This design comes from an exercise in tuning for a short achievable clock period and few clock cycles on the open sky130 flow, not from production work.
The RTL was checked by simulation tests, not by an equivalence proof against the original design.
The clock cells of runs 3 to 5 come from the design's own scripts or RTL, not from TritonCTS.
No driver is modelled on the clock port, so clock power and skew are understated where the tree is cut down; a real chip needs a root buffer or a tree.
No activity file was given, so power comes from the tool's default toggle rates.

File: flow/design.v
package cpu_pkg;
  typedef logic [15:0] word_t;      
  typedef logic [15:0] instr_t;
  typedef logic [3:0]  reg_addr_t;
  typedef logic [15:0] imm_t;       
  typedef enum logic [3:0] {
    OP_NOP  = 4'd0,
    OP_ADD  = 4'd1,
    OP_SUB  = 4'd2,
    OP_AND  = 4'd3,
    OP_OR   = 4'd4,
    OP_XOR  = 4'd5,
    OP_MOVI = 4'd6,
    OP_ADDI = 4'd7,
    OP_B    = 4'd8
  } opcode_e;
  typedef enum logic {
    FWD_REG = 1'b0,   
    FWD_WB  = 1'b1    
  } fwd_sel_e;
  localparam word_t RESET_PC = 16'h0000;
  localparam int    NUM_REGS = 16;
endpackage
`timescale 1ns/1ns
module cpu_core #(
  parameter int NUM_REGS = cpu_pkg::NUM_REGS
) (
  input  logic               clk_i,
  input  logic               reset_2_r,
  input  cpu_pkg::instr_t    instr_i,
  output cpu_pkg::word_t     pc_o,
  output logic               wb_valid_o,
  output cpu_pkg::reg_addr_t wb_rd_o,
  output cpu_pkg::word_t     wb_data_o
);
  localparam int NF = 8;    
  logic [15:0]   pc_q;      
  logic [15:0]   pco_q;     
  logic [15:0]   pcc_q;     
  logic [15:0]   f_next;
  logic          d_redir;   
  logic [15:0]   d_tgt;
  assign pc_o = pco_q;
  logic [NF-1:0] fv_q;
  logic [15:0]   fkey_q [NF];
  logic [15:0]   fkm1_q [NF];   
  logic [15:0]   ftgt_q [NF];
  logic [NF-1:0] fch_q [NF];    
  logic [15:0]   fct_q [NF];    
  logic [NF-1:0] fm_q;          
  logic          fh_q;          
  logic          fc_q;          
  logic [15:0]   ffi_q;         
  logic [15:0]   ffc_q;         
  logic [NF-1:0] m_inc, m_chain, m_next;
  logic [NF-1:0] f_repl;        
  logic [15:0]   ffi_next, ffc_next;
  always_comb begin
    m_chain  = '0;
    ffi_next = '0;
    ffc_next = '0;
    for (int i = 0; i < NF; i++) begin
      m_inc[i] = fv_q[i] && (fkm1_q[i] == pcc_q);
      m_chain  = m_chain | (fm_q[i] ? fch_q[i] : '0);
      ffi_next = ffi_next | (m_inc[i] ? ftgt_q[i] : 16'h0000);
      ffc_next = ffc_next | (fm_q[i] ? fct_q[i] : 16'h0000);
    end
    m_next = (d_redir ? '0 : fh_q ? (m_chain & fv_q) : m_inc) & ~f_repl;
  end
  always_comb begin
    if (d_redir)   f_next = d_tgt;
    else if (fh_q) f_next = fc_q ? ffc_q : ffi_q;
    else           f_next = pc_q + 16'd1;
  end
  always_ff @(posedge clk_i or posedge reset_2_r) begin
    if (reset_2_r) begin
      pc_q <= cpu_pkg::RESET_PC;
      fm_q <= '0;
      fh_q <= 1'b0;
    end else begin
      pc_q <= f_next;
      fm_q <= m_next;
      fh_q <= |m_next;
    end
  end
  always_ff @(posedge clk_i) begin
    pco_q <= reset_2_r ? cpu_pkg::RESET_PC : f_next;
  end
  always_ff @(posedge clk_i) begin
    pcc_q <= f_next;
    fc_q  <= fh_q;
    ffi_q <= ffi_next;
    ffc_q <= ffc_next;
  end
  logic        ir_v;
  logic [15:0] ir_q;
  logic [15:0] ir_pc;
  logic [8:0]  ir_tlo;    
  logic        ir_wr, ir_isb, ir_movi, ir_addi, ir_sub, ir_and, ir_or, ir_xor;
  logic        ir_usea, ir_useb;
  logic [3:0]  ir_ra;
  logic [15:0] ir_ra_oh, ir_rb_oh;    
  logic [3:0]  f_op;
  assign f_op = instr_i[15:12];
  always_ff @(posedge clk_i or posedge reset_2_r) begin
    if (reset_2_r) ir_v <= 1'b0;
    else           ir_v <= !d_redir;
  end
  always_ff @(posedge clk_i) begin
    ir_q    <= instr_i;
    ir_pc   <= pc_q;
    ir_tlo  <= {1'b0, pc_q[7:0]} + {1'b0, instr_i[7:0]};
    ir_wr   <= (f_op >= 4'd1) && (f_op <= 4'd7);
    ir_isb  <= (f_op == 4'd8);
    ir_movi <= (f_op == 4'd6);
    ir_addi <= (f_op == 4'd7);
    ir_sub  <= (f_op == 4'd2);
    ir_and  <= (f_op == 4'd3);
    ir_or   <= (f_op == 4'd4);
    ir_xor  <= (f_op == 4'd5);
    ir_usea <= (f_op >= 4'd1) && (f_op <= 4'd5) || (f_op == 4'd7);
    ir_useb <= (f_op >= 4'd1) && (f_op <= 4'd5);
    ir_ra   <= (f_op == 4'd7) ? instr_i[11:8] : instr_i[7:4];
    for (int k = 0; k < 16; k++) begin
      ir_ra_oh[k] <= ((f_op == 4'd7) ? instr_i[11:8] : instr_i[7:4]) == k;
      ir_rb_oh[k] <= instr_i[3:0] == k;
    end
  end
  logic       d_wr, d_movi, d_addi, d_sub, d_usea, d_useb;
  logic [3:0] d_rd, d_rm, d_ra;
  assign d_wr    = ir_v && ir_wr;
  assign d_movi  = ir_movi;
  assign d_addi  = ir_addi;
  assign d_sub   = ir_sub;
  assign d_usea  = ir_usea;
  assign d_useb  = ir_useb;
  assign d_rd    = ir_q[11:8];
  assign d_rm    = ir_q[3:0];
  assign d_ra    = ir_ra;
  assign d_redir = ir_v && ir_isb;
  assign d_tgt   = {ir_pc[15:8] + {{4{ir_q[11]}}, ir_q[11:8]} + {7'd0, ir_tlo[8]},
                    ir_tlo[7:0]};
  logic [15:0]   lw_pc;
  logic          lw_v, gap_q;
  logic [NF-1:0] fptr_q;    
  logic          al_q;
  logic [15:0]   al_key, al_tgt;
  always_ff @(posedge clk_i or posedge reset_2_r) begin
    if (reset_2_r) begin
      lw_v   <= 1'b0;
      gap_q  <= 1'b0;
      al_q   <= 1'b0;
      fptr_q <= {{(NF-1){1'b0}}, 1'b1};
      fv_q   <= '0;
    end else begin
      if (d_wr) begin
        lw_v  <= 1'b1;
        gap_q <= 1'b0;
      end else if (ir_v) begin
        gap_q <= 1'b1;
      end
      al_q <= d_wr && lw_v && gap_q;
      if (al_q) begin
        fv_q   <= fv_q | fptr_q;
        fptr_q <= {fptr_q[NF-2:0], fptr_q[NF-1]};
      end
    end
  end
  assign f_repl = al_q ? fptr_q : '0;
  logic [NF-1:0] al_row;      
  logic [15:0]   al_rowt;     
  logic [NF-1:0] al_col;      
  always_comb begin
    al_rowt = '0;
    for (int j = 0; j < NF; j++) begin
      al_row[j] = fptr_q[j] ? (al_key == al_tgt) : (fv_q[j] && (fkey_q[j] == al_tgt));
      al_col[j] = ftgt_q[j] == al_key;
      if (!fptr_q[j] && fv_q[j] && (fkey_q[j] == al_tgt)) al_rowt = ftgt_q[j];
    end
    if (al_key == al_tgt) al_rowt = al_tgt;
  end
  always_ff @(posedge clk_i) begin
    if (d_wr) lw_pc <= ir_pc;
    al_key <= lw_pc;
    al_tgt <= ir_pc;
    for (int i = 0; i < NF; i++) begin
      if (al_q && fptr_q[i]) begin
        fkey_q[i] <= al_key;
        fkm1_q[i] <= al_key - 16'd1;
        ftgt_q[i] <= al_tgt;
        fch_q[i]  <= al_row;
        fct_q[i]  <= al_rowt;
      end else if (al_q) begin
        for (int j = 0; j < NF; j++) begin
          if (fptr_q[j]) fch_q[i][j] <= al_col[i];
        end
        if (al_col[i]) fct_q[i] <= al_tgt;
      end
    end
  end
  localparam int SW = 4;           
  localparam int NS = 16 / SW;     
  logic [SW-1:0]       rf_q [NS][NUM_REGS];
  logic [NUM_REGS-1:0] rv_q [NS];
  logic [NS-1:0] x_wr, x_movi, x_addi, x_sub, x_and, x_or, x_xor, x_fa, x_fb, x_c;
  logic [3:0]    x_rd [NS];
  logic [3:0]    x_ra [NS];
  logic [3:0]    x_rb [NS];
  logic [7:0]    x_imm [NS];
  logic [SW-1:0] x_a [NS];
  logic [SW-1:0] x_b [NS];
  logic [SW-1:0] r_q [NS];
  logic [NS-1:0] w_wr;
  logic [3:0]    w_rd [NS];
  logic [SW-1:0] s_a [NS];
  logic [SW-1:0] s_b [NS];
  logic [SW-1:0] s_res [NS];
  logic [NS-1:0] s_co;
  logic [15:0]   g_ra [NS];      
  logic [15:0]   g_rb [NS];
  logic [NS-1:0] g_ba, g_bb;     
  logic [NS-1:0] g_movi, g_addi;
  logic [7:0]    g_imm [NS];
  logic [SW-1:0] g_a [NS];       
  logic [SW-1:0] g_b [NS];
  logic [15:0]   x_ra_oh [NS];
  logic [15:0]   x_rb_oh [NS];
  logic [NS-1:0] x_ba, x_bb;
  always_comb begin
    g_ra[0]   = ir_ra_oh;
    g_rb[0]   = ir_rb_oh;
    g_ba[0]   = w_wr[0] && (w_rd[0] == d_ra);
    g_bb[0]   = w_wr[0] && (w_rd[0] == d_rm);
    g_movi[0] = d_movi;
    g_addi[0] = d_addi;
    g_imm[0]  = ir_q[7:0];
    for (int s = 1; s < NS; s++) begin
      g_ra[s]   = x_ra_oh[s-1];
      g_rb[s]   = x_rb_oh[s-1];
      g_ba[s]   = x_ba[s-1];
      g_bb[s]   = x_bb[s-1];
      g_movi[s] = x_movi[s-1];
      g_addi[s] = x_addi[s-1];
      g_imm[s]  = x_imm[s-1];
    end
  end
  for (genvar s = 0; s < NS; s++) begin : g_rd
    logic [SW-1:0] ra_v, rb_v;
    logic [15:0]   imm_z;
    always_comb begin
      ra_v = '0;
      rb_v = '0;
      for (int k = 0; k < NUM_REGS; k++) begin
        ra_v = ra_v | ((g_ra[s][k] && rv_q[s][k]) ? rf_q[s][k] : '0);
        rb_v = rb_v | ((g_rb[s][k] && rv_q[s][k]) ? rf_q[s][k] : '0);
      end
    end
    assign imm_z  = {8'h00, g_imm[s]};
    assign g_a[s] = g_movi[s] ? '0 : g_ba[s] ? r_q[s] : ra_v;
    assign g_b[s] = (g_movi[s] || g_addi[s]) ? imm_z[s*SW +: SW] :
                    g_bb[s] ? r_q[s] : rb_v;
  end
  always_ff @(posedge clk_i) begin
    for (int s = 0; s < NS; s++) begin
      x_ra_oh[s] <= g_ra[s];
      x_rb_oh[s] <= g_rb[s];
      x_ba[s]    <= g_ba[s];
      x_bb[s]    <= g_bb[s];
    end
  end
  always_ff @(posedge clk_i or posedge reset_2_r) begin
    if (reset_2_r) begin
      x_wr <= '0;
      w_wr <= '0;
      for (int s = 0; s < NS; s++) rv_q[s] <= '0;
    end else begin
      x_wr <= {x_wr[NS-2:0], d_wr};
      w_wr <= x_wr;
      for (int s = 0; s < NS; s++) begin
        if (w_wr[s]) rv_q[s][w_rd[s]] <= 1'b1;
      end
    end
  end
  always_ff @(posedge clk_i) begin
    x_rd[0]   <= d_rd;
    x_ra[0]   <= d_ra;
    x_rb[0]   <= d_rm;
    x_imm[0]  <= ir_q[7:0];
    x_movi[0] <= d_movi;
    x_addi[0] <= d_addi;
    x_sub[0]  <= d_sub;
    x_and[0]  <= ir_and;
    x_or[0]   <= ir_or;
    x_xor[0]  <= ir_xor;
    x_fa[0]   <= x_wr[0] && (x_rd[0] == d_ra) && d_usea;
    x_fb[0]   <= x_wr[0] && (x_rd[0] == d_rm) && d_useb;
    x_c[0]    <= d_sub;
    x_a[0]    <= g_a[0];
    x_b[0]    <= g_b[0];
    for (int s = 1; s < NS; s++) begin
      x_rd[s]   <= x_rd[s-1];
      x_ra[s]   <= x_ra[s-1];
      x_rb[s]   <= x_rb[s-1];
      x_imm[s]  <= x_imm[s-1];
      x_movi[s] <= x_movi[s-1];
      x_addi[s] <= x_addi[s-1];
      x_sub[s]  <= x_sub[s-1];
      x_and[s]  <= x_and[s-1];
      x_or[s]   <= x_or[s-1];
      x_xor[s]  <= x_xor[s-1];
      x_fa[s]   <= x_fa[s-1];
      x_fb[s]   <= x_fb[s-1];
      x_c[s]    <= s_co[s-1];
      x_a[s]    <= g_a[s];
      x_b[s]    <= g_b[s];
    end
    for (int s = 0; s < NS; s++) begin
      r_q[s]  <= s_res[s];
      w_rd[s] <= x_rd[s];
      if (w_wr[s]) rf_q[s][w_rd[s]] <= r_q[s];
    end
  end
  always_comb begin
    for (int s = 0; s < NS; s++) begin
      logic [SW:0] sum;
      s_a[s] = x_fa[s] ? r_q[s] : x_a[s];
      s_b[s] = (x_fb[s] ? r_q[s] : x_b[s]) ^ {SW{x_sub[s]}};
      sum    = {1'b0, s_a[s]} + {1'b0, s_b[s]} + {{SW{1'b0}}, x_c[s]};
      s_co[s] = sum[SW];
      if (x_and[s])      s_res[s] = s_a[s] & s_b[s];
      else if (x_or[s])  s_res[s] = s_a[s] | s_b[s];
      else if (x_xor[s]) s_res[s] = s_a[s] ^ s_b[s];
      else               s_res[s] = sum[SW-1:0];
    end
  end
  logic [SW-1:0] hold_q [NS][NS];    
  logic [15:0]   x_word;
  always_ff @(posedge clk_i) begin
    for (int s = 0; s < NS; s++) begin
      hold_q[s][0] <= r_q[s];
      for (int k = 1; k < NS; k++) hold_q[s][k] <= hold_q[s][k-1];
    end
  end
  always_comb begin
    x_word[(NS-1)*SW +: SW] = s_res[NS-1];
    if (NS > 1) x_word[(NS-2)*SW +: SW] = r_q[NS-2];
    for (int s = 0; s < NS - 2; s++) x_word[s*SW +: SW] = hold_q[s][NS-3-s];
  end
  logic        w_valid;
  logic [3:0]  w_rd_o;
  logic [15:0] w_data;
  always_ff @(posedge clk_i) begin
    w_valid <= !reset_2_r && x_wr[NS-1];
    w_rd_o  <= x_wr[NS-1] ? x_rd[NS-1] : 4'h0;
    w_data  <= x_wr[NS-1] ? x_word : 16'h0000;
  end
  assign wb_valid_o = w_valid;
  assign wb_rd_o    = w_rd_o;
  assign wb_data_o  = w_data;
endmodule
File: flow/run.sh
#!/bin/bash
# synth_recipe.tcl (not shown) runs the flow's synth.tcl, then flattens the netlist and writes it again
# the make line also repeats each setting of config.mk as NAME=value (left out here)
make -C /OpenROAD-flow-scripts/flow DESIGN_CONFIG=/design/flow/config.mk WORK_HOME=/design/flow/orfs CLKGATE_MAP_FILE= SYNTH_SCRIPT=/design/flow/synth_recipe.tcl finish
File: flow/config.mk
export PLATFORM = sky130hd
export DESIGN_NAME = cpu_core
export DESIGN_NICKNAME = cpu_core
export VERILOG_FILES = /design/flow/design.v
export SDC_FILE = /design/flow/constraint.sdc
export NUM_CORES = 4
export LEC_CHECK = 0
export ABC_CLOCK_PERIOD_IN_PS = 1500
export CAP_MARGIN = 20
export CORE_MARGIN = 2
export CORE_UTILIZATION = 50
export SETUP_SLACK_MARGIN = 4.0
export SLEW_MARGIN = 20
File: flow/constraint.sdc
create_clock -name core_clock -period 6.0 [get_ports {clk_i}]
set_input_delay 1.2000 -clock core_clock [delete_from_list [all_inputs] [get_ports {clk_i}]]
set_output_delay 1.2000 -clock core_clock [all_outputs]
set_load 0.01 [all_outputs]
==> impl_metrics.json, run 1 <==
{
  "cp.arrival_ns": 3.62,
  "final_common_cell": "edfxtp_1",
  "final_cells": 6855,
  "totalWireLength_um": 215000,
  "clock_latency_ns": 0.79,
  "yosys.area.top_type": "edfxtp_1",
  "drive_above_1_share_pct": 28.2,
  "hpwlAfterDp_um": 131000,
  "grt_max_degree": 65,
  "tightestPinTransition_ns": 0.900,
  "core-area_mm2": 0.114,
  "hold_viol_final": 0,
  "die-area_mm2": 0.118,
  "synth.area.top_cells": "edfxtp_1 44%, dfxtp_1 15%, xnor2_1 5.8%",
  "vdd_drop_max_v": 0.000326,
  "drcViolationCount": 0,
  "h-tree-depth": 4,
  "ys.flop_type": "edfxtp_1",
  "drv_cap": 0,
  "place_inst": 6110,
  "p_seq_share_pct": 45.5,
  "start_util_pct": 50.4,
  "switching_share_pct": 31.0,
  "die_h_um": 344,
  "io_buffers": 54,
  "yosysWarnings": 26,
  "cts_tree": "yes",
  "die_w_um": 344,
  "avgViaCountPerCell": 6.47,
  "p_total_mw": 28.8,
  "syn_nets": 4867,
  "p_sw_mw": 8.91,
  "ios": 55,
  "first_iter_violations": 6595,
  "clockBufferDepth": 3,
  "rsz0062_at_grt": "true",
  "setup_violations": 0,
  "p_leak_nw": 26.9,
  "end_kind": "flip-flop",
  "setup_ws_ns": 2.96,
  "fin_skew_ns": 0.0423,
  "clkSlewWorstSetupHoldPaths_ns": 0.06,
  "grt_pass1_wl_um": 296000,
  "synth_top_area_share_pct": 44.2,
  "final_nets": 5316,
  "p_clk_share_pct": 31.2,
  "netlist_instances": 4767,
  "ys_ff_latch": 1382,
  "min_path_type": "reg2reg",
  "required_ns": 6.58,
  "synth_enable_flop_cells": 848,
  "post_drt_wl_per_cell_um": 31.3,
  "layout_common_cells": "848 x edfxtp_1, 590 x nand3_1, 320 x dfxtp_1",
  "syn_avg_cell_area_um2": 12.1,
  "post-route-period-util_pct": 50.7,
  "num-fill-cells": 8269,
  "cts_made_buffers": 146,
  "vias": 44348,
  "grt-ovfl-total": 0,
  "fin_crit_ns": 3.04,
  "status": "no timing/DRC/antenna violations",
  "worst-setup-path-type": "reg2reg",
  "synthArstFlopShare_pct": 8.25,
  "crit_path_max_fanout": 6,
  "grt_usage_pct": 35.0,
  "internal_power_mw": 19.9,
  "place_ws_ns": 1.63,
  "gp_congestion": 0.987,
  "area_delta_synth_final_pct": 28.4,
  "pwr-share-comb_pct": 23.4,
  "p_per_area_mw_per_mm2": 389,
  "ant_nets": 0,
  "num_rows": 124,
  "setup_tns_ns": 0,
  "clock_sinks": 1382,
  "grt_pass1_vias": 41459,
  "firstDrtPassIters": 8,
  "slew_headroom_pct": 40.0,
  "antenna_found_initial": 11,
  "synth_cell_types": 76,
  "yosysSeqAreaShare_pct": 63.7,
  "ctsRootBufferMaster": "clkbuf_16",
  "fmax_mhz": 329,
  "synth_area_mm2": 0.0576,
  "drv_slew": 0,
  "start_kind": "flip-flop"
}
[path summary, 6_finish.rpt]
path                       depth (start not counted)  slack (ns)      endpoint          from
setup / recovery                                  14        2.96   fct_q[7][3]     al_tgt[8]
hold / removal                                     0        0.32  hold_q[1][3]  hold_q[0][3]
setup reg to reg                                  14        2.96   fct_q[7][3]     al_tgt[8]
hold reg to reg                                    0        0.32  hold_q[1][3]  hold_q[0][3]
max in group asynchronous                          3        4.26    rv_q[3][7]     reset_2_r
min in group asynchronous                          2        0.84      pc_q[10]     reset_2_r
[final cells by class]
cell class	count	area [um2]	share of cell area, %
antenna	7	17.5	0.0237
clock inverter	58	474	0.641
inverter	127	591	0.798
tap	1512	1890	2.56
clock buffer	210	4280	5.78
timing repair buffer	578	6670	9.02
multi-input combinational	2980	23000	31.1
timing repair inverter	1	8.76	0.0118
sequential	1382	37000	50.1
[routing by layer]
| metal | part of all wire [%] | vias up | global-route usage (%) |
|---|---|---|---|
| li1 | - | 18610 | - |
| met1 | 39 | 21798 | 48.0 |
| met2 | 43 | 3187 | 52.1 |
| met3 | 12 | 749 | 9.48 |
| met4 | 5.7 | 4 | 15.9 |
| met5 | 0.012 | - | 0 |
[timing repair]
action,4_1_cts,5_1_grt
buffers inserted,300,127
pin swaps,261,232
gates cloned,32,11
hold buffers,0,0
setup endpoints to repair,1083,715
resized for setup,901,358
[power groups by stage]
stage | logic [mW] | registers (mW) | clock network (mW)
after floorplan | 3.37 | 12.2 | 0
after global placement | 3.71 | 13.5 | 0
after detailed placement | 3.76 | 13.5 | 0
after CTS | 5.68 | 13.1 | 9.02
after global routing | 7.06 | 13.1 | 9.42
final | 6.72 | 13.1 | 8.97
[registers in the layout, summed over array words and instances, names as in the netlist, 48 cells and up]
signal	cells
rf_q	256
fct_q	128
fkey_q	128
fkm1_q	128
ftgt_q	128
fch_q	64
rv_q	64
x_ra_oh	48
x_rb_oh	48
[cell families (layout without fill, tap and decap cells)]
| family | count (synthesis) | after routing | share of synthesized area (%) |
|---|---|---|---|
| adders and majority gates | 82 | 82 | 1.91 |
| DFF | 1382 | 1382 | 63.7 |
| buffers and inverters | 419 | 974 | 3.02 |
| other | 0 | 7 | 0 |
| xor gates and xnor gates | 485 | 485 | 7.41 |
| and+or+nand+nor | 1608 | 1621 | 14.3 |
| muxes | 58 | 58 | 1.03 |
| AOI/OAI and AO/OA | 733 | 734 | 8.59 |
[metrics by stage]
stage	instance area [um2]	utilization (%)	hold slack, ns
3_3_place_gp	59700	52.2	0.310
2_1_floorplan	58400	-	0.310
4_1_cts	71000	62.1	0.327
3_5_place_dp	59700	52.2	0.313
6_report	74000	64.7	0.324
5_1_grt	74000	64.7	0.328
[synthesized netlist by cell type (all sizes together) (34+ instances only)]
library cell / n
edfxtp: 848
nand3: 611
dfxtp: 420
xnor2: 383
nand2: 316
clkbuf: 216
nand4: 211
o21ai: 202
nor2: 151
a22oi: 133
inv: 126
dfrtp: 113
xor2: 102
a21oi: 93
buf: 76
ha: 72
nor4: 69
a21o: 68
and2: 65
nor3: 53
mux2i: 47
a221oi: 40
or3: 34
[worst max-delay path: stages (launching register included)]
cell and delay, ns:
dfxtp_4 0.37, buf_4 0.14, buf_6 0.11, buf_4 0.14
xor2_1 0.15, nor4_1 0.23, and4_4 0.40, buf_6 0.13
buf_12 0.12, o2111ai_2 0.09, o211ai_1 0.30, buf_4 0.22
buf_6 0.08, nand4_1 0.11, a21oi_2 0.25
Testbench counts, summed over its fixed seeds: cycles 10,376.
==> run 2: changes to the inputs <==
--- a/flow/design.v
+++ b/flow/design.v
@@ -160,41 +160,54 @@
         gap_q <= 1'b1;
       end
       al_q <= d_wr && lw_v && gap_q;
-      if (al_q) begin
+      if (wr_q) begin
         fv_q   <= fv_q | fptr_q;
         fptr_q <= {fptr_q[NF-2:0], fptr_q[NF-1]};
       end
     end
   end
-  assign f_repl = al_q ? fptr_q : '0;
+  assign f_repl = wr_q ? fptr_q : '0;
   logic [NF-1:0] al_row;      
   logic [15:0]   al_rowt;     
   logic [NF-1:0] al_col;      
+  logic          wr_q;        
+  logic [15:0]   wr_key, wr_km1, wr_tgt, wr_rowt;
+  logic [NF-1:0] wr_row, wr_col;
   always_comb begin
     al_rowt = '0;
     for (int j = 0; j < NF; j++) begin
       al_row[j] = fptr_q[j] ? (al_key == al_tgt) : (fv_q[j] && (fkey_q[j] == al_tgt));
       al_col[j] = ftgt_q[j] == al_key;
-      if (!fptr_q[j] && fv_q[j] && (fkey_q[j] == al_tgt)) al_rowt = ftgt_q[j];
+      al_rowt   = al_rowt | ((!fptr_q[j] && fv_q[j] && (fkey_q[j] == al_tgt)) ? ftgt_q[j] : '0);
     end
     if (al_key == al_tgt) al_rowt = al_tgt;
   end
+  always_ff @(posedge clk_i or posedge reset_2_r) begin
+    if (reset_2_r) wr_q <= 1'b0;
+    else           wr_q <= al_q;
+  end
   always_ff @(posedge clk_i) begin
     if (d_wr) lw_pc <= ir_pc;
-    al_key <= lw_pc;
-    al_tgt <= ir_pc;
+    al_key  <= lw_pc;
+    al_tgt  <= ir_pc;
+    wr_key  <= al_key;
+    wr_km1  <= al_key - 16'd1;
+    wr_tgt  <= al_tgt;
+    wr_rowt <= al_rowt;
+    wr_row  <= al_row;
+    wr_col  <= al_col;
     for (int i = 0; i < NF; i++) begin
-      if (al_q && fptr_q[i]) begin
-        fkey_q[i] <= al_key;
-        fkm1_q[i] <= al_key - 16'd1;
-        ftgt_q[i] <= al_tgt;
-        fch_q[i]  <= al_row;
-        fct_q[i]  <= al_rowt;
-      end else if (al_q) begin
+      if (wr_q && fptr_q[i]) begin
+        fkey_q[i] <= wr_key;
+        fkm1_q[i] <= wr_km1;
+        ftgt_q[i] <= wr_tgt;
+        fch_q[i]  <= wr_row;
+        fct_q[i]  <= wr_rowt;
+      end else if (wr_q) begin
         for (int j = 0; j < NF; j++) begin
-          if (fptr_q[j]) fch_q[i][j] <= al_col[i];
+          if (fptr_q[j]) fch_q[i][j] <= wr_col[i];
         end
-        if (al_col[i]) fct_q[i] <= al_tgt;
+        if (wr_col[i]) fct_q[i] <= wr_tgt;
       end
     end
   end
==> run 2 against run 1 <==
Net effect: clock power rose by 8.4%; non-clock buffer count fell by 280; first-iteration DRC count fell by 15%; clock-buffer cell count rose by 11; synthesized cell count rose by 0.15%; via count fell by 8.2%.
==> impl_metrics.json, run 2 <==
{
  "synth_compound_area_share_pct": 7.23,
  "hpwlAfterDp_um": 128000,
  "fin_skew_ns": 0.0479,
  "tightestPinTransition_ns": 1.05,
  "slew_headroom_pct": 30.1,
  "final_common_cell": "edfxtp_1",
  "p_per_area_mw_per_mm2": 410,
  "antenna_found_initial": 14,
  "clock_sinks": 1463,
  "clock_latency_ns": 0.81,
  "cp_slowest_cell": "dfxtp_4",
  "synth_top_family_by_area": "simple AND/OR/NAND/NOR gates",
  "ios": 55,
  "first_iter_violations": 5597,
  "status": "no timing/DRC/antenna violations",
  "hold_depth": 0,
  "start_kind": "flip-flop",
  "drcViolationCount": 0,
  "yosys-top-cells-count": "848 x edfxtp_1, 574 x nand2_1, 548 x nand3_1",
  "h-tree-depth": 4,
  "synthMuxAreaShare_pct": 1.04,
  "critPathBufInv": 1,
  "syn_avg_cell_area_um2": 12.3,
  "vias": 40715,
  "ys_ff_latch": 1463,
  "synth_fa_ha_area_share_pct": 1.88,
  "internal_power_mw": 20.0,
  "grt_pass1_wl_um": 278000,
  "drv_cap": 0,
  "netlist_instances": 4774,
  "p_seq_share_pct": 50.0,
  "synth.area.top_cells": "edfxtp_1 44%, dfxtp_1 17%, dfrtp_1 4.9%",
  "cts_made_buffers": 151,
  "cp.arrival_ns": 1.35,
  "ctsRootBufferMaster": "clkbuf_16",
  "synthArstFlopShare_pct": 7.86,
  "rsz0062_at_grt": "true",
  "largest_reg_flops": 256,
  "grt_usage_pct": 31.9,
  "fin_util_pct": 59.9,
  "layout_common_cells": "848 x edfxtp_1, 558 x nand2_1, 546 x nand3_1",
  "vdd_drop_max_v": 0.000380,
  "fmax_mhz": 392,
  "synth_cell_types": 61,
  "pwr-share-comb_pct": 16.0,
  "start_util_pct": 50.4,
  "min_path_type": "reg2reg",
  "clockBufferDepth": 3,
  "io_buffers": 54,
  "switching_share_pct": 29.7,
  "hold_viol_final": 0,
  "die_h_um": 346,
  "area_delta_synth_final_pct": 18.9,
  "setup_tns_ns": 0,
  "crit_path_max_fanout": 1,
  "firstDrtPassIters": 6,
  "yosysMostFrequentCell": "edfxtp_1",
  "die_w_um": 346,
  "avgViaCountPerCell": 6.17,
  "cp.depth": 1,
  "worst-setup-path-type": "reg2out",
  "clkSlewWorstSetupHoldPaths_ns": 0.06,
  "setup_violations": 0,
  "crit_chain": "buf_6",
  "synth_enable_flop_cells": 848,
  "p_total_mw": 28.5,
  "grt-ovfl-total": 0,
  "ys.flop_type": "edfxtp_1",
  "synthSimpleGateAreaFrac_pct": 14.4,
  "post-route-period-util_pct": 42.5,
  "yosys.area.top_type": "edfxtp_1",
  "synth_area_mm2": 0.0585,
  "cp_top_family": "flip-flops",
  "grt_max_degree": 100,
  "cts_tree": "yes",
  "yosysWarnings": 26,
  "synth-xor-area-share_pct": 7.17,
  "cts_hold_buf": 0,
  "drv_slew": 0,
  "slowest_delay_ns": 0.42,
  "p_clk_share_pct": 34.1,
  "syn_nets": 4874,
  "r2r_cells": 7,
  "synth_top_area_share_pct": 43.5,
  "num-fill-cells": 9118,
  "required_ns": 4.80,
  "final_nets": 5041,
  "post_drt_wl_per_cell_um": 29.4,
  "yosysSeqAreaShare_pct": 65.5,
  "core-area_mm2": 0.116,
  "gp_congestion": 0.965,
  "totalWireLength_um": 194000,
  "ant_nets": 0,
  "drive_above_1_share_pct": 18.1,
  "grt_pass1_vias": 38846,
  "fin_crit_ns": 2.55,
  "die-area_mm2": 0.120,
  "p_sw_mw": 8.47,
  "num_rows": 125,
  "end_kind": "primary output",
  "p_leak_nw": 26.5
}
-- run 2: cell count changes in the layout (fill, tap and decap cells not counted), sizes merged, moves of 31 or more --
cell,before,now
inv,133,102
nand2,316,574
o21ai,202,84
a21o,68,145
xnor2,383,316
xor2,102,163
a21oi,93,30
or3,35,3
dfxtp,420,500
buf,545,279
o2111ai,33,0
nand3,613,548
-- run 2: timing repair --
| action | in CTS | in global routing |
|---|---|---|
| pin swaps | 82 | 103 |
| gates resized for setup | 576 | 216 |
| buffers inserted | 98 | 81 |
| cloned | 8 | 3 |
| endpoints found under the setup margin | 858 | 541 |
-- run 2: per-layer routing --
| layer | track usage [%] | part of all wire (%) | vias up | wire length (um) |
|---|---|---|---|---|
| li1 | - | - | 17713 | - |
| met2 | 48.7 | 45 | 2394 | 86600 |
| met1 | 45.8 | 41 | 20142 | 80400 |
| met5 | 0 | 0.029 | - | 57 |
| met3 | 6.20 | 10 | 456 | 19800 |
| met4 | 10.9 | 3.6 | 10 | 7010 |
-- run 2: cell families (layout without fill, tap and decap cells) --
group           count (synthesis)  after routing
simple gates                 1723           1724
xor+xnor                      479            479
other cells                     0              4
fa+ha+maj                      82             82
buf+inv                       388            685
mux                            59             59
compound gates                580            580
flops                        1463           1463
-- run 2: through the flow --
stage / cell area (um2) / hold WS (ns) / setup slack (ns) / std cells
6_report: 69600 / 0.326 / 3.45 / 6600
5_1_grt: 69600 / 0.331 / 3.43 / 6596
4_1_cts: 67900 / 0.327 / 3.41 / 6512
3_5_place_dp: 60500 / 0.312 / 2.63 / 6122
3_3_place_gp: 60500 / 0.310 / 2.66 / 6120
2_1_floorplan: 58800 / 0.310 / 3.44 / 4774
-- run 2: layout make-up --
cell class	instances	area [um2]	area share [%]
flip-flops and latches	1463	38700	55.6
multi-input cells	2924	20000	28.7
clock buffers	221	4510	6.48
repair buffers	298	3320	4.78
well taps	1524	1910	2.74
clock inverters	63	696	1.00
inverters	101	489	0.703
repair inverters	2	12.5	0.0180
diodes	4	10.0	0.0144
-- run 2: path summary, 6_finish.rpt --
check                      slack [ns]        to  startpoint
min                              0.33   x_or[0]       ir_or
max                              3.45  pc_o[15]   pco_q[15]
max in group asynchronous        4.12   fm_q[4]   reset_2_r
min in group asynchronous        1.19  pc_q[10]   reset_2_r
min reg2reg                      0.33   x_or[0]       ir_or
max reg2reg                      3.67      fh_q     fm_q[7]
-- run 2: power groups by stage --
stage	Clock [mW]	Sequential [mW]	Combinational [mW]
finish	9.72	14.2	4.55
CTS	9.83	14.2	4.09
floorplan	0	12.9	3.16
global placement	0	14.5	3.33
detailed placement	0	14.5	3.36
global route	10.2	14.4	4.94
Testbench counts of run 2, summed over its fixed seeds: cycles 10,385.
==> run 3: changes to the inputs <==
==> flow/flow/run.sh (new file) <==
#!/bin/bash
# Standard synthesis, then the standard layout with a two-level clock tree
# put in place after CTS (flow/post_cts.tcl). Each step logs to its own file.
set -euo pipefail
HERE=$(pwd)
bash standard.sh synth > synth.log 2>&1
bash standard.sh POST_CTS_TCL=$HERE/flow/post_cts.tcl finish > layout.log 2>&1
==> flow/flow/manual_cts.tcl (new file) <==
proc mcts_centroid { its } {
  set sx 0; set sy 0; set n 0
  foreach it $its {
    set bb [[$it getInst] getBBox]
    set sx [expr {$sx + ([$bb xMin] + [$bb xMax]) / 2.0}]
    set sy [expr {$sy + ([$bb yMin] + [$bb yMax]) / 2.0}]
    incr n
  }
  return [list [expr {int($sx / $n)}] [expr {int($sy / $n)}]]
}

proc mcts_xy { it } {
  set bb [[$it getInst] getBBox]
  return [list [expr {([$bb xMin] + [$bb xMax]) / 2}] [expr {([$bb yMin] + [$bb yMax]) / 2}]]
}

# split a list of iterms in two halves along the wider axis
proc mcts_split { its {frac 0.5} } {
  set xs {}; set ys {}
  foreach it $its { lassign [mcts_xy $it] x y; lappend xs $x; lappend ys $y }
  set w [expr {[tcl::mathfunc::max {*}$xs] - [tcl::mathfunc::min {*}$xs]}]
  set h [expr {[tcl::mathfunc::max {*}$ys] - [tcl::mathfunc::min {*}$ys]}]
  set idx [expr {$w >= $h ? 0 : 1}]
  set keyed {}
  foreach it $its { lappend keyed [list [lindex [mcts_xy $it] $idx] $it] }
  set sorted [lsort -integer -index 0 $keyed]
  set half [expr {int(round([llength $sorted] * $frac))}]
  set a {}; set b {}
  set i 0
  foreach e $sorted {
    if {$i < $half} { lappend a [lindex $e 1] } else { lappend b [lindex $e 1] }
    incr i
  }
  return [list $a $b]
}

proc mcts_clusters { its maxn } {
  set n [llength $its]
  if {$n <= $maxn} { return [list $its] }
  set k [expr {($n + $maxn - 1) / $maxn}]
  set k1 [expr {$k / 2}]
  lassign [mcts_split $its [expr {double($k1) / $k}]] a b
  return [concat [mcts_clusters $a $maxn] [mcts_clusters $b $maxn]]
}

proc mcts_build { port_name buf_master leaf_max nroots } {
  set db [ord::get_db]
  set block [ord::get_db_block]
  set master [$db findMaster $buf_master]
  set bterm [$block findBTerm $port_name]
  set clknet [$bterm getNet]
  # the registers' clock pins, wherever the clock tree built so far put them
  set sinks {}
  foreach inst [$block getInsts] {
    set mname [[$inst getMaster] getName]
    if {![string match "*__*df*" $mname]} { continue }
    set it [$inst findITerm CLK]
    if {$it eq "NULL" || $it eq ""} { continue }
    lappend sinks $it
  }
  puts "mcts: [llength $sinks] register clock pins"
  # remove the clock tree built so far: every cell on a clock net that is not
  # a register, and every clock net but the port's
  set old_insts {}
  set old_nets {}
  foreach net [$block getNets] {
    if {[$net getSigType] ne "CLOCK"} { continue }
    if {$net ne $clknet} { lappend old_nets $net }
    foreach it [$net getITerms] {
      set inst [$it getInst]
      if {![string match "*__*df*" [[$inst getMaster] getName]]} {
        lappend old_insts $inst
      }
    }
  }
  foreach it $sinks { $it disconnect }
  set old_insts [lsort -unique $old_insts]
  foreach inst $old_insts {
    foreach it [$inst getITerms] { if {[$it getNet] ne "NULL"} { $it disconnect } }
  }
  foreach inst $old_insts { odb::dbInst_destroy $inst }
  foreach net $old_nets { odb::dbNet_destroy $net }
  puts "mcts: removed [llength $old_insts] clock-tree cells and [llength $old_nets] nets"
  foreach it [$clknet getITerms] { $it disconnect }
  # root groups
  set groups [list $sinks]
  while {[llength $groups] < $nroots} {
    set ng {}
    foreach g $groups { lassign [mcts_split $g] a b; lappend ng $a $b }
    set groups $ng
  }
  set r 0; set l 0
  foreach g $groups {
    set clusters [mcts_clusters $g $leaf_max]
    set rnet [odb::dbNet_create $block "mcts_root_${r}_net"]
    $rnet setSigType CLOCK
    set leafpos {}
    foreach c $clusters {
      set lnet [odb::dbNet_create $block "mcts_leaf_${l}_net"]
      $lnet setSigType CLOCK
      set linst [odb::dbInst_create $block $master "mcts_leaf_${l}"]
      lassign [mcts_centroid $c] cx cy
      $linst setLocation $cx $cy
      $linst setPlacementStatus PLACED
      [$linst findITerm A] connect $rnet
      [$linst findITerm X] connect $lnet
      foreach it $c { $it connect $lnet }
      lappend leafpos [list $cx $cy]
      incr l
    }
    set sx 0; set sy 0
    foreach p $leafpos { set sx [expr {$sx + [lindex $p 0]}]; set sy [expr {$sy + [lindex $p 1]}] }
    set n [llength $leafpos]
    set rinst [odb::dbInst_create $block $master "mcts_root_${r}"]
    $rinst setLocation [expr {int($sx / $n)}] [expr {int($sy / $n)}]
    $rinst setPlacementStatus PLACED
    [$rinst findITerm A] connect $clknet
    [$rinst findITerm X] connect $rnet
    puts "mcts: root $r drives [llength $clusters] leaves"
    incr r
  }
}
==> flow/flow/post_cts.tcl (new file) <==
# Replace the clock tree from clock_tree_synthesis with a two-level one (see
# manual_cts.tcl), then legalize and repair timing on it.
source [file dirname [info script]]/manual_cts.tcl
mcts_build clk_i sky130_fd_sc_hd__clkbuf_16 24 4
set_propagated_clock [all_clocks]
detailed_placement
estimate_parasitics -placement
report_clock_latency
repair_timing_helper
detailed_placement
check_placement -verbose
estimate_parasitics -placement
report_clock_latency
report_tns
report_wns
==> flow/standard.sh (new file) <==
#!/bin/bash
# synth_recipe.tcl (not shown) runs the flow's synth.tcl, then flattens the netlist and writes it again
# the make line also repeats each setting of config.mk as NAME=value (left out here)
make -C /OpenROAD-flow-scripts/flow DESIGN_CONFIG=/design/flow/config.mk WORK_HOME=/design/flow/orfs CLKGATE_MAP_FILE= SYNTH_SCRIPT=/design/flow/synth_recipe.tcl "${@:-finish}"
removed: flow/run.sh
==> run 3 against run 2 <==
Net effect: area after synthesis is the same; critical path type is now reg2reg; critical path depth up 6; largest cell class unchanged; worst hold slack better by 0.0072 ns; utilization is 2.8 points lower; clock skew rose by 0.0084 ns; cell area decreased by 4.7%; fmax increased by 9.6%; worst setup slack improved by 0.22 ns; routed wire length is 0.97% lower.
==> impl_metrics.json, run 3 <==
{
  "status": "no timing/DRC/antenna violations",
  "fmax_mhz": 429,
  "worst-setup-path-type": "reg2reg",
  "clkSlewWorstSetupHoldPaths_ns": 0.10,
  "syn_avg_cell_area_um2": 12.3,
  "ys_ff_latch": 1463,
  "clock_sinks": 1463,
  "setup_tns_ns": 0,
  "grt_pass1_vias": 38340,
  "core-area_mm2": 0.116,
  "hpwlAfterDp_um": 128000,
  "tightestPinTransition_ns": 1.05,
  "slowest_delay_ns": 0.44,
  "start_kind": "flip-flop",
  "yosysWarnings": 26,
  "synth_compound_area_share_pct": 7.23,
  "die-area_mm2": 0.120,
  "antenna_found_initial": 12,
  "syn_nets": 4874,
  "synth.area.top_cells": "edfxtp_1 44%, dfxtp_1 17%, dfrtp_1 4.9%",
  "crit_path_max_fanout": 11,
  "required_ns": 6.41,
  "setup_ws_ns": 3.67,
  "die_w_um": 346,
  "post-route-period-util_pct": 38.8,
  "synth-xor-area-share_pct": 7.17,
  "ys.flop_type": "edfxtp_1",
  "multi_input_area_mm2": 0.0200,
  "gp_congestion": 0.965,
  "hold_viol_final": 0,
  "vdd_drop_max_v": 0.000266,
  "yosysSeqAreaShare_pct": 65.5,
  "drcViolationCount": 0,
  "grt-ovfl-total": 0,
  "p_per_area_mw_per_mm2": 360,
  "synth_area_mm2": 0.0585,
  "avgViaCountPerCell": 6.24,
  "largest_reg_flops": 256,
  "fin_util_pct": 57.0,
  "p_leak_nw": 24.9,
  "p_total_mw": 23.9,
  "cp.arrival_ns": 2.74,
  "min_path_type": "reg2reg",
  "yosys.area.top_type": "edfxtp_1",
  "synthArstFlopShare_pct": 7.86,
  "final_nets": 4977,
  "end_kind": "flip-flop",
  "clock_latency_ns": 0.54,
  "grt_pass1_wl_um": 275000,
  "firstDrtPassIters": 6,
  "regArea_mm2": 0.0387,
  "fin_skew_ns": 0.0563,
  "start_util_pct": 50.4,
  "fin_crit_ns": 2.33,
  "slew_headroom_pct": 29.6,
  "area_delta_synth_final_pct": 13.3,
  "crit_chain": "buf_12, a22oi_2, nand4_1, and3_4, a21o_1, a32o_1, or4_1",
  "place_ws_ns": 2.63,
  "yosysMostFrequentCell": "edfxtp_1",
  "netlist_instances": 4774,
  "num_rows": 125,
  "io_buffers": 54,
  "die_h_um": 346,
  "drive_above_1_share_pct": 15.9,
  "synth_top_area_share_pct": 43.5,
  "num-fill-cells": 9407,
  "cp_slowest_cell": "dfrtp_2",
  "ios": 55,
  "post_drt_wl_per_cell_um": 30.0,
  "final_common_cell": "edfxtp_1",
  "synth_cell_types": 61,
  "totalWireLength_um": 192000,
  "drv_slew": 0,
  "layout_common_cells": "848 x edfxtp_1, 558 x nand2_1, 546 x nand3_1",
  "grt_max_degree": 100,
  "synth_fa_ha_area_share_pct": 1.88,
  "synth_top_family_by_area": "simple AND/OR/NAND/NOR gates",
  "ant_nets": 0,
  "yosys-top-cells-count": "848 x edfxtp_1, 574 x nand2_1, 548 x nand3_1",
  "synthMuxAreaShare_pct": 1.04,
  "drv_cap": 0,
  "setup_violations": 0,
  "first_iter_violations": 5283,
  "vias": 39968,
  "grt_usage_pct": 31.4,
  "rsz0062_at_grt": "true",
  "synth_enable_flop_cells": 848,
  "synthSimpleGateAreaFrac_pct": 14.4
}
-- run 3: path summary, 6_finish.rpt --
check | startpoint | end | slack (ns) | depth (start not counted)
worst max-delay path | fm_q[2] | fh_q | 3.67 | 7
worst min-delay path | ir_or | x_or[0] | 0.33 | 0
worst max register to register | fm_q[2] | fh_q | 3.67 | 7
worst min register to register | ir_or | x_or[0] | 0.33 | 0
max in group asynchronous | reset_2_r | fm_q[6] | 4.16 | 4
min in group asynchronous | reset_2_r | pc_q[4] | 1.15 | 2
-- run 3: stage by stage --
stage | area (um2) | instances | hold slack [ns]
after detailed placement | 60500 | 6122 | 0.312
after floorplan | 58800 | 4774 | 0.310
final | 66300 | 6401 | 0.333
after global placement | 60500 | 6120 | 0.310
after global routing | 66300 | 6399 | 0.339
-- run 3: cell type report --
type                       count  area share [%]
inverter                     101           0.725
tap                         1524            2.88
sequential                  1463            58.3
antenna                        2         0.00755
timing repair inverter         2          0.0189
buffer                        68            2.57
multi-input combinational   2924            30.2
timing repair buffer         317            5.28
-- run 3: critical path: cells and delay by family (launching register included) --
family,cells,cell delay (ns)
compound gates,3,0.60
buf+inv,1,0.16
flops,1,0.44
simple gates,3,0.98
-- run 3: per-layer routing --
layer  global-route usage (%)  routed length [um]  vias up
met5                        0                  31        -
met4                     9.72                6640        6
met3                     5.41               18400      409
met2                     48.5               86700     2287
met1                     45.5               80200    19856
li1                         -                   -    17410
-- run 3: logic make-up after synthesis --
family                   count (synthesis)
buffers and inverters                  388
multiplexers                            59
adder cells (fa/ha/maj)                 82
XOR/XNOR                               479
AND/OR/NAND/NOR                       1723
AO/OA/AOI/OAI                          580
flip-flops                            1463
-- run 3: power breakdown --
part / total (mW) / switching, mW / leakage [nW] / internal [mW]
logic: 4.66 / 2.39 / 10.8 / 2.27
registers: 14.2 / 2.05 / 13.2 / 12.2
clock network: 4.97 / 2.96 / 0.838 / 2.01
total: 23.9 / 7.40 / 24.9 / 16.5
==> run 4: changes to the inputs <==
--- a/flow/design.v
+++ b/flow/design.v
@@ -67,6 +67,12 @@
     end
     m_next = (d_redir ? '0 : fh_q ? (m_chain & fv_q) : m_inc) & ~f_repl;
   end
+  logic [NF-1:0] f_rowhit;
+  logic          h_next;
+  always_comb begin
+    for (int i = 0; i < NF; i++) f_rowhit[i] = |(fch_q[i] & fv_q & ~f_repl);
+    h_next = !d_redir && (fh_q ? |(fm_q & f_rowhit) : |(m_inc & ~f_repl));
+  end
   always_comb begin
     if (d_redir)   f_next = d_tgt;
     else if (fh_q) f_next = fc_q ? ffc_q : ffi_q;
@@ -80,7 +86,7 @@
     end else begin
       pc_q <= f_next;
       fm_q <= m_next;
-      fh_q <= |m_next;
+      fh_q <= h_next;
     end
   end
   always_ff @(posedge clk_i) begin
==> run 4 against run 3 <==
Net effect: power is 0.18% higher; clock skew is 0.0020 ns lower; largest power group unchanged; worst hold slack worse by 0.0021 ns; still clean on timing, DRC and antenna; highest routed layer unchanged; routed wire length is 2.4% higher; flip-flop and latch count stayed put; via count is 1.9% higher; synthesized cell count is 1.7% higher; cell area is 0.78% higher; clock power hardly changed; utilization is 0.24 points lower.
==> impl_metrics.json, run 4 <==
{
  "fmax_mhz": 435,
  "die_h_um": 348,
  "final_nets": 5049,
  "largest_reg_flops": 256,
  "critPathBufInv": 2,
  "pwr-share-comb_pct": 19.9,
  "antenna_found_initial": 13,
  "yosys-top-cells-count": "848 x edfxtp_1, 572 x nand2_1, 558 x nand3_1",
  "gp_congestion": 0.963,
  "cp_top_family": "compound AO/OA/AOI/OAI gates",
  "vias": 40715,
  "worst-setup-path-type": "reg2reg",
  "status": "no timing/DRC/antenna violations",
  "slowest_delay_ns": 0.44,
  "ys.flop_type": "edfxtp_1",
  "end_kind": "flip-flop",
  "synth_area_mm2": 0.0590,
  "fin_skew_ns": 0.0543,
  "wl_met1_um": 82700,
  "clkSlewWorstSetupHoldPaths_ns": 0.10,
  "totalWireLength_um": 196000,
  "routed.top_layer": "met5",
  "syn_avg_cell_area_um2": 12.1,
  "p_seq_share_pct": 59.3,
  "die-area_mm2": 0.121,
  "yosysSeqAreaShare_pct": 65.0,
  "p_clk_share_pct": 20.8,
  "drive_above_1_share_pct": 15.5,
  "dr_wl_met2_um": 86900,
  "grt_usage_pct": 32.0,
  "cp.arrival_ns": 2.71,
  "final_common_cell": "edfxtp_1",
  "internal_power_mw": 16.4,
  "post-route-period-util_pct": 38.3,
  "ant_nets": 0,
  "fin_crit_ns": 2.30,
  "ys_ff_latch": 1463,
  "clock_latency_ns": 0.55,
  "synth_enable_flop_cells": 848,
  "yosys.area.top_type": "edfxtp_1",
  "first_iter_violations": 6010,
  "crit_path_max_fanout": 8,
  "synth_top_area_share_pct": 43.2,
  "start_util_pct": 50.2,
  "grt_pass1_wl_um": 281000,
  "p_per_area_mw_per_mm2": 358,
  "crit_top_cell": "buf_12",
  "num_rows": 126,
  "start_kind": "flip-flop",
  "hpwlAfterDp_um": 131000,
  "area_delta_synth_final_pct": 13.2,
  "ios": 55,
  "slew_headroom_pct": 35.5,
  "firstDrtPassIters": 6,
  "cp_slowest_cell": "dfrtp_4",
  "num-fill-cells": 9617,
  "drv_cap": 0,
  "yosysMostFrequentCell": "edfxtp_1",
  "yosysWarnings": 26,
  "synth.area.top_cells": "edfxtp_1 43%, dfxtp_1 17%, dfrtp_1 4.8%",
  "io_buffers": 54,
  "die_w_um": 348,
  "p_leak_nw": 24.9,
  "switching_share_pct": 31.3,
  "setup_violations": 0,
  "syn_nets": 4957,
  "vdd_drop_max_v": 0.000313,
  "grt_pass1_vias": 38904,
  "tightestPinTransition_ns": 0.959,
  "avgViaCountPerCell": 6.28,
  "rsz0062_at_grt": "true",
  "p_total_mw": 23.9,
  "layout_common_cells": "848 x edfxtp_1, 556 x nand3_1, 554 x nand2_1",
  "p_sw_mw": 7.48,
  "post_drt_wl_per_cell_um": 30.3,
  "min_path_type": "reg2reg",
  "core-area_mm2": 0.118,
  "drv_slew": 0,
  "grt-ovfl-total": 0,
  "synth_cell_types": 64,
  "setup_tns_ns": 0,
  "drcViolationCount": 0,
  "crit_chain": "buf_12, nand2_8, buf_12, and2_4, a22o_1, a221oi_1, nand3_1, a222oi_1, a311oi_2",
  "synthArstFlopShare_pct": 7.86,
  "clock_sinks": 1463,
  "required_ns": 6.41,
  "hold_slack_ns": 0.331,
  "netlist_instances": 4857,
  "routed-wl-met3_um": 19800,
  "hold_viol_final": 0,
  "grt_max_degree": 76
}
-- run 4: changes by cell type after synthesis, sizes merged, moves of 4 or more --
cell / previous run / this run
a22o: 48 / 54
a22oi: 128 / 154
and2: 55 / 62
and3: 18 / 9
buf: 99 / 107
clkbuf: 188 / 205
mux2: 13 / 8
nand3: 548 / 558
nor2: 139 / 145
nor2b: 5 / 9
nor4: 91 / 87
o32ai: 4 / 0
-- run 4: final cells by class --
type | count | area, um2 | share of cell area (%)
flip-flops and latches | 1463 | 38600 | 57.8
multi-input cells | 2978 | 20400 | 30.5
repair buffers | 333 | 3630 | 5.43
well taps | 1536 | 1920 | 2.88
plain buffers | 68 | 1700 | 2.55
inverters | 104 | 527 | 0.789
repair inverters | 1 | 8.76 | 0.0131
diodes | 2 | 5.00 | 0.00749
-- run 4: power by group through the flow --
stage	sequential, mW	clock [mW]	combinational [mW]
after floorplan	12.9	0	3.15
after global placement	14.4	0	3.50
after detailed placement	14.4	0	3.51
after global routing	14.3	5.35	5.15
final	14.2	4.98	4.75
-- run 4: metal layers --
layer,global-route usage [%],vias to the layer above
met2,48.7,2346
li1,-,17689
met4,9.59,6
met5,0,-
met3,5.28,383
met1,47.1,20291
-- run 4: worst paths after layout --
| kind | slack [ns] | from | cells after the start | end |
|---|---|---|---|---|
| worst max-delay path | 3.70 | wr_q | 9 | fh_q |
| worst min-delay path | 0.33 | ir_or | 0 | x_or[0] |
| worst max register to register | 3.70 | wr_q | 9 | fh_q |
| worst min register to register | 0.33 | ir_or | 0 | x_or[0] |
| max in group asynchronous | 4.38 | reset_2_r | 3 | fptr_q[0] |
| min in group asynchronous | 1.01 | reset_2_r | 2 | rv_q[1][8] |
-- run 4: worst reg2reg max path, delay by kind of cell (launching register included) --
kind / cells / cell delay [ns]
buffers and inverters: 2 / 0.32
DFF: 1 / 0.44
AOI/OAI and AO/OA: 4 / 1.01
and+or+nand+nor: 3 / 0.40
-- run 4: logic make-up after synthesis --
family,share of synthesized area [%]
and+or+nand+nor,14.5
adders and majority gates,1.87
DFF,65.0
buffers and inverters,2.89
AOI/OAI and AO/OA,7.58
muxes,0.984
xor gates and xnor gates,7.14
-- run 4: per-stage QoR --
| stage | utilization [%] | std cells | setup WS [ns] | cell area, um2 |
|---|---|---|---|---|
| after global placement | 51.7 | 6196 | 2.54 | 60800 |
| after detailed placement | 51.7 | 6196 | 2.55 | 60800 |
| after global routing | 56.8 | 6483 | 3.62 | 66800 |
| after floorplan | - | 4857 | 3.46 | 59200 |
| final | 56.8 | 6485 | 3.70 | 66800 |
Testbench counts of run 4, summed over its fixed seeds: cycles 10,385.
==> run 5: changes to the inputs <==
--- a/flow/design.v
+++ b/flow/design.v
@@ -42,7 +42,6 @@
   logic [15:0]   d_tgt;
   assign pc_o = pco_q;
   logic [NF-1:0] fv_q;
-  logic [15:0]   fkey_q [NF];
   logic [15:0]   fkm1_q [NF];   
   logic [15:0]   ftgt_q [NF];
   logic [NF-1:0] fch_q [NF];    
@@ -151,6 +150,7 @@
   logic [NF-1:0] fptr_q;    
   logic          al_q;
   logic [15:0]   al_key, al_tgt;
+  logic [15:0]   al_tm1;    
   always_ff @(posedge clk_i or posedge reset_2_r) begin
     if (reset_2_r) begin
       lw_v   <= 1'b0;
@@ -177,14 +177,14 @@
   logic [15:0]   al_rowt;     
   logic [NF-1:0] al_col;      
   logic          wr_q;        
-  logic [15:0]   wr_key, wr_km1, wr_tgt, wr_rowt;
+  logic [15:0]   wr_km1, wr_tgt, wr_rowt;
   logic [NF-1:0] wr_row, wr_col;
   always_comb begin
     al_rowt = '0;
     for (int j = 0; j < NF; j++) begin
-      al_row[j] = fptr_q[j] ? (al_key == al_tgt) : (fv_q[j] && (fkey_q[j] == al_tgt));
+      al_row[j] = fptr_q[j] ? (al_key == al_tgt) : (fv_q[j] && (fkm1_q[j] == al_tm1));
       al_col[j] = ftgt_q[j] == al_key;
-      al_rowt   = al_rowt | ((!fptr_q[j] && fv_q[j] && (fkey_q[j] == al_tgt)) ? ftgt_q[j] : '0);
+      al_rowt   = al_rowt | ((!fptr_q[j] && fv_q[j] && (fkm1_q[j] == al_tm1)) ? ftgt_q[j] : '0);
     end
     if (al_key == al_tgt) al_rowt = al_tgt;
   end
@@ -196,7 +196,7 @@
     if (d_wr) lw_pc <= ir_pc;
     al_key  <= lw_pc;
     al_tgt  <= ir_pc;
-    wr_key  <= al_key;
+    al_tm1  <= ir_pc - 16'd1;
     wr_km1  <= al_key - 16'd1;
     wr_tgt  <= al_tgt;
     wr_rowt <= al_rowt;
@@ -204,7 +204,6 @@
     wr_col  <= al_col;
     for (int i = 0; i < NF; i++) begin
       if (wr_q && fptr_q[i]) begin
-        fkey_q[i] <= wr_key;
         fkm1_q[i] <= wr_km1;
         ftgt_q[i] <= wr_tgt;
         fch_q[i]  <= wr_row;
--- a/flow/config.mk
+++ b/flow/config.mk
@@ -8,6 +8,7 @@
 export ABC_CLOCK_PERIOD_IN_PS = 1500
 export CAP_MARGIN = 20
 export CORE_MARGIN = 2
-export CORE_UTILIZATION = 50
+export CORE_UTILIZATION = 65
+export PLACE_DENSITY = 0.75
 export SETUP_SLACK_MARGIN = 4.0
 export SLEW_MARGIN = 20
==> run 5 against run 4 <==
Net effect: still clean; clock skew fell by 0.021 ns; clock power fell by about 10%; combinational power fell by 6.5%; synthesized cell count fell by 1.9%; sequential power fell by 5%; die area fell by 27%; worst setup slack got worse by 0.080 ns; critical endpoint unchanged; largest power group unchanged.
==> impl_metrics.json, run 5 <==
{
  "status": "no timing/DRC/antenna violations",
  "r2r_cells": 10,
  "yosysWarnings": 25,
  "critPathBufInv": 3,
  "p_seq_share_pct": 60.2,
  "dr_wl_met2_um": 80300,
  "final_common_cell": "edfxtp_1",
  "die-area_mm2": 0.0878,
  "clock_sinks": 1335,
  "fin_skew_ns": 0.0332,
  "reg2reg_to": "fh_q",
  "ios": 55,
  "cp.depth": 10,
  "vdd_drop_max_v": 0.000455,
  "p_clk_share_pct": 19.9,
  "ys.flop_type": "edfxtp_1",
  "die_h_um": 296,
  "post-route-period-util_pct": 39.6,
  "final_nets": 4935,
  "synthArstFlopShare_pct": 8.61,
  "final_cells": 5977,
  "p_total_mw": 22.4,
  "antenna_found_initial": 6,
  "routed-wl-met3_um": 24900,
  "first_iter_violations": 6278,
  "cp_slowest_cell": "dfxtp_2",
  "num_rows": 107,
  "tightestPinTransition_ns": 0.911,
  "worst-setup-path-type": "reg2reg",
  "clock_latency_ns": 0.50,
  "synthSimpleGateAreaFrac_pct": 15.6,
  "yosysSeqAreaShare_pct": 62.2,
  "synth_compound_area_share_pct": 8.20,
  "rrSetupSlack_ns": 3.62,
  "core-area_mm2": 0.0849,
  "fin_util_pct": 72.9,
  "synth_top_area_share_pct": 38.9,
  "layout_common_cells": "720 x edfxtp_1, 577 x nand2_1, 543 x nand3_1",
  "grt_pass1_wl_um": 263000,
  "crit_path_start": "pcc_q[14]",
  "setup_violations": 0,
  "rsz0062_at_grt": "true",
  "yosys.area.top_type": "edfxtp_1",
  "crit_top_cell": "buf_6",
  "start_util_pct": 65.4,
  "post_drt_wl_per_cell_um": 30.8,
  "required_ns": 6.39,
  "totalWireLength_um": 184000,
  "ys_ff_latch": 1335,
  "r2r-start": "pcc_q[14]",
  "place_inst": 5703,
  "cp.arrival_ns": 2.77,
  "drive_above_1_share_pct": 15.3,
  "drcViolationCount": 0,
  "grt_max_degree": 58,
  "cp_top_family": "simple AND/OR/NAND/NOR gates",
  "netlist_instances": 4766,
  "syn_nets": 4867,
  "synthMuxAreaShare_pct": 1.03,
  "yosys-top-cells-count": "720 x edfxtp_1, 582 x nand2_1, 545 x nand3_1",
  "wl_met1_um": 68600,
  "hold_viol_final": 0,
  "firstDrtPassIters": 7,
  "switching_share_pct": 32.6,
  "min_path_type": "reg2reg",
  "grt-ovfl-total": 0,
  "drv_cap": 0,
  "syn_avg_cell_area_um2": 11.7,
  "synth_enable_flop_cells": 720,
  "io_buffers": 54,
  "crit_chain": "buf_6, buf_6, xor2_2, nor4_2, nand4_1, nor4_4, buf_6, a22oi_1, and3_1, a311oi_1",
  "drv_slew": 0,
  "synth_fa_ha_area_share_pct": 2.01,
  "num-fill-cells": 5569,
  "avgViaCountPerCell": 6.89,
  "ant_nets": 0,
  "clkSlewWorstSetupHoldPaths_ns": 0.10,
  "grt_pass1_vias": 38884,
  "hold_slack_ns": 0.334,
  "p_per_area_mw_per_mm2": 362,
  "setup.worst_path.end": "fh_q",
  "die_w_um": 296,
  "p_leak_nw": 23.4,
  "yosysMostFrequentCell": "edfxtp_1",
  "gp_congestion": 1.05,
  "synth_top_family_by_area": "simple AND/OR/NAND/NOR gates",
  "synth_area_mm2": 0.0555,
  "vias": 41196,
  "fmax_mhz": 420,
  "crit_path_max_fanout": 5,
  "p_sw_mw": 7.31,
  "largest_reg_flops": 256,
  "area_delta_synth_final_pct": 11.5,
  "slew_headroom_pct": 39.3,
  "internal_power_mw": 15.1,
  "synth-xor-area-share_pct": 7.76,
  "synth.area.top_cells": "edfxtp_1 39%, dfxtp_1 18%, dfrtp_1 5.1%",
  "synth_cell_types": 66,
  "slowest_delay_ns": 0.33,
  "end_kind": "flip-flop",
  "hpwlAfterDp_um": 122000,
  "fin_crit_ns": 2.38,
  "pwr-share-comb_pct": 19.9,
  "routed.top_layer": "met4",
  "setup_tns_ns": 0,
  "grt_usage_pct": 41.3,
  "start_kind": "flip-flop"
}
run 5: cell types whose count changed in the layout (fill, tap and decap cells not counted), moves of 11 or more:
cell	previous run	this run
edfxtp_1	848	720
xor2_1	152	200
xnor2_1	303	276
nand2_1	554	577
a221oi_1	50	70
a22oi_1	152	132
nor2_1	140	155
nand3_1	556	543
nor3_2	3	16
dfxtp_4	51	63
a221oi_2	23	12
run 5: per-stage QoR:
stage,setup slack (ns),area [um2]
floorplan,3.51,55800
global placement,2.53,56600
detailed placement,2.52,56600
global route,3.58,61900
finish,3.62,61900
run 5: final cells by class:
type | instances | area [um2] | share of cell area [%]
diodes | 1 | 2.50 | 0.00404
plain buffers | 60 | 1500 | 2.43
inverters | 111 | 480 | 0.776
multi-input cells | 3019 | 20500 | 33.2
flip-flops and latches | 1335 | 34800 | 56.2
well taps | 1144 | 1430 | 2.31
repair buffers | 306 | 3120 | 5.04
repair inverters | 1 | 8.76 | 0.0141
run 5: worst min path at each step:
stage,start,to,slack (ns),cells after the start
after floorplan,hold_q[0][0],hold_q[1][0],0.31,0
after detailed placement,hold_q[0][1],hold_q[1][1],0.31,0
after global placement,hold_q[0][2],hold_q[1][2],0.31,0
after global routing,ir_q[6],x_imm[0][6],0.34,0
final,hold_q[0][1],hold_q[1][1],0.33,0
run 5: logic make-up after synthesis:
logic type,after synthesis
AND/OR/NAND/NOR,1764
flip-flops,1335
AO/OA/AOI/OAI,623
buffers and inverters,413
adder cells (fa/ha/maj),83
XOR/XNOR,492
multiplexers,56
run 5: power groups by stage:
stage	Clock, mW	Sequential [mW]	Combinational, mW
final	4.46	13.5	4.44
after global routing	4.72	13.5	4.78
after detailed placement	0	13.6	3.20
after global placement	0	13.6	3.12
after floorplan	0	11.9	3.20
run 5: metal layers:
layer	vias up	track usage, %
li1	17250	-
met1	19960	57.0
met2	3333	61.5
met3	653	11.8
met4	0	17.2
met5	-	0
Testbench counts of run 5, summed over its fixed seeds: cycles 10,385.

==> port drivers added, routing unchanged <==
Ports are ideal in the flow. The routed layouts listed here were re-timed in OpenROAD.
Step 1 sets driving cells, clkbuf_16 on the clock port and buf_2 on the other inputs (assumed; they add their load-dependent delay and slew).
Step 2 also shifts input and output timing later by t, the mid clock arrival at the registers, as if the neighbouring blocks saw the same clock.
Slacks: ideal / step 1 / step 2; pairs: ideal / step 1.
run | t, ns | slack for setup (ns) | worst hold slack (ns)
run 1 | 0.847 | 2.957 / 2.957 / 2.957 | 0.324 / 0.324 / 0.324
run 2 | 0.862 | 3.449 / 3.370 / 3.162 | 0.326 / 0.326 / 0.326
run 3 | 0.676 | 3.671 / 3.568 / 3.250 | 0.333 / 0.333 / 0.333
run 4 | 0.684 | 3.702 / 3.682 / 3.260 | 0.331 / 0.331 / 0.331
run 5 | 0.636 | 3.622 / 3.622 / 3.274 | 0.334 / 0.334 / 0.334
After both steps setup and hold are still met in every run listed. The setup slack of run 4, which loses most, moves by -0.020 ns with the drivers and by -0.442 ns with both steps.
